From an optimization exercise on the open Yosys and OpenROAD flow, aimed at small area, a short achievable clock period and few clock cycles per item; shortcuts taken in it are not production practice. At most, simulation tests tie the RTL to the original design; equivalence was not proved.

==> flow/design.v (excerpt) <==
module valu_seq
#(
  parameter int vdw_p    = 32,
  parameter int op_len_p = 2,
  parameter int vlen_p   = 16,
  parameter int vregs_p  = 8
) (
  input  logic                         clk_i,
  input  logic                         reset_n_i,
  input  logic                         cmd_v_i,
  output logic                         cmd_ready_o,
  input  logic [op_len_p-1:0]          cmd_op_i,
  input  logic [$clog2(vlen_p+1)-1:0]  cmd_len_i,
  input  logic [$clog2(vregs_p)-1:0]   cmd_vd_i,
  input  logic [$clog2(vregs_p)-1:0]   cmd_vs1_i,
  input  logic [$clog2(vregs_p)-1:0]   cmd_vs2_i,
  output logic                         rd_v_o,
  output logic [$clog2(vregs_p)-1:0]   rd_reg_a_o,
  output logic [$clog2(vregs_p)-1:0]   rd_reg_b_o,
  output logic [$clog2(vlen_p)-1:0]    rd_el_o,
  input  logic [vdw_p-1:0]             rd_a_i,
  input  logic [vdw_p-1:0]             rd_b_i,
  output logic                         wr_v_o,
  output logic [$clog2(vregs_p)-1:0]   wr_reg_o,
  output logic [$clog2(vlen_p)-1:0]    wr_el_o,
  output logic [vdw_p-1:0]             wr_data_o,
  output logic                         done_o,
  output logic                         flag_overflow_o,
  output logic                         flag_zero_o,
  output logic                         flag_negative_o
);
  localparam int LW = $clog2(vlen_p+1);
  localparam int EW = $clog2(vlen_p);
  localparam int RW = $clog2(vregs_p);
  ...
==> flow/config.mk <==
export PLATFORM = sky130hd
export DESIGN_NAME = valu_seq
export DESIGN_NICKNAME = valu_seq
export VERILOG_FILES = /design/flow/design.v
export SDC_FILE = /design/flow/constraint.sdc
export NUM_CORES = 4
export LEC_CHECK = 0
export CAP_MARGIN = 20
export CORE_MARGIN = 2
export CORE_UTILIZATION = 45
export SLEW_MARGIN = 20
==> flow/constraint.sdc <==
create_clock -name core_clock -period 11.5 [get_ports {clk_i}]
set_input_delay 2.3000 -clock core_clock [delete_from_list [all_inputs] [get_ports {clk_i}]]
set_output_delay 2.3000 -clock core_clock [all_outputs]
set_load 0.01 [all_outputs]
standard.sh (not shown) runs the stock make flow with config.mk's settings and CLKGATE_MAP_FILE= SYNTH_SCRIPT=/design/flow/synth_recipe.tcl, a recipe that flattens the netlist after the stock synthesis.
==> flow/flow/run.sh <==
#!/bin/bash
# The standard layout (standard.sh) with two changes to how it is made:
#  - ORFS's repair_timing is asked for extra setup slack beyond the clock
#    constraint (SETUP_SLACK_MARGIN, ns), so it keeps improving paths that
#    already meet the constraint;
#  - the port buffers that ORFS's buffer_ports puts on every input and
#    output use a plain buffer cell (buf_1) instead of its default choice.
# Constraints, clock period and all steps are the standard flow's.
set -euo pipefail
export SETUP_SLACK_MARGIN=8.0
export BUFFER_PORTS_ARGS="-buffer_cell sky130_fd_sc_hd__buf_1"
bash standard.sh > standard_finish.log 2>&1
Next try:
--- a/flow/design.v
+++ b/flow/design.v
@@ -180,53 +180,26 @@
       l0_n   = (cmd_len_i == '0);
       mul_n  = (cmd_op_i == 2'd2);
       el_n   = EW'(cmd_len_i - LW'(1));
       j_n    = 2'd0;
       bub_n  = (cmd_len_i == LW'(1)) ? 2'd2 :
                (cmd_len_i == LW'(2)) ? 2'd1 : 2'd0;
     end
   end
-  logic busy_na, rdv_na, rdy_na;
-  logic [1:0]    bub_na, j_na;
-  logic [EW-1:0] el_na;
-  always_comb begin
-    busy_na = busy_q;
-    bub_na  = bub_q;
-    el_na   = el_q;
-    j_na    = j_q;
-    if (busy_q && bub_q != 2'd0) begin
-      bub_na = bub_q - 2'd1;
-    end else if (go) begin
-      if (finish) busy_na = 1'b0;
-      if (fin_it) begin
-        el_na = el_q - EW'(1);
-        j_na  = 2'd0;
-      end else begin
-        j_na  = j_q + 2'd1;
-      end
-    end
-    rdv_na = busy_na & (bub_na == 2'd0) & ~l0_q;
-    rdy_na = ~busy_na | ((bub_na == 2'd0) &
-             (l0_q | ((el_na == '0) & (~mul_q | (j_na == 2'd3)))));
-  end
   always_ff @(posedge clk_i or negedge reset_n_i) begin
     if (!reset_n_i) begin
       busy_q <= 1'b0;
       rdv_q  <= 1'b0;
       nrdy_q <= 1'b0;
     end else begin
       busy_q <= busy_n;
-      if (accept) begin
-        rdv_q  <= (cmd_len_i >= LW'(3));
-        nrdy_q <= (cmd_len_i != '0);
-      end else begin
-        rdv_q  <= rdv_na;
-        nrdy_q <= ~rdy_na;
-      end
+      rdv_q  <= busy_n & (bub_n == 2'd0) & ~l0_n;
+      nrdy_q <= ~(~busy_n | ((bub_n == 2'd0) &
+                 (l0_n | ((el_n == '0) & (~mul_n | (j_n == 2'd3))))));
     end
   end
   always_ff @(posedge clk_i) begin
     bub_q <= bub_n;
     el_q  <= el_n;
     j_q   <= j_n;
     l0_q  <= l0_n;
     mul_q <= mul_n;
Setup slack gains 310 ps.
Wire length is lower by 1.9%.
Utilization is lower by 0.56 points.
Final area is lower by 1.5%.
Die area is lower by 0.49%.
Area after synthesis is lower by 0.50%.
Synthesized cell count is lower by 1.4%.
Clock skew is higher by 19 ps.
Testbench counts after the change, summed over its fixed seeds: cycles 8,665, items 5,408.
Only the layout flow was run in the first run of this note; the RTL was not checked for function there.

## what the ideal ports hide
In the flow no input, the clock included, has a driving cell. The finished layouts below were timed again as built, in two steps. Step 1 sets driving cells, clkbuf_16 on the clock port and buf_2 on the other inputs (assumed; they add their load-dependent delay and slew). Step 2 times the ports against the registers' clock, not the clock port: input delays grow and output delays shrink by t, the midpoint of the rising clock arrivals with the driver on. Slacks: no drivers / after step 1 / after step 2; pairs: no drivers / after step 1.
run	t, ns	setup WS [ns]	hold WS [ns]
the first run	0.577	7.472 / 7.472 / 7.472	0.320 / 0.320 / 0.320
the second run	0.568	7.784 / 7.784 / 7.640	0.325 / 0.325 / 0.325
After both steps setup and hold are still met in every run listed. The setup slack of the second run, which loses most, moves by 0.000 ns with the drivers and by -0.144 ns with both steps.
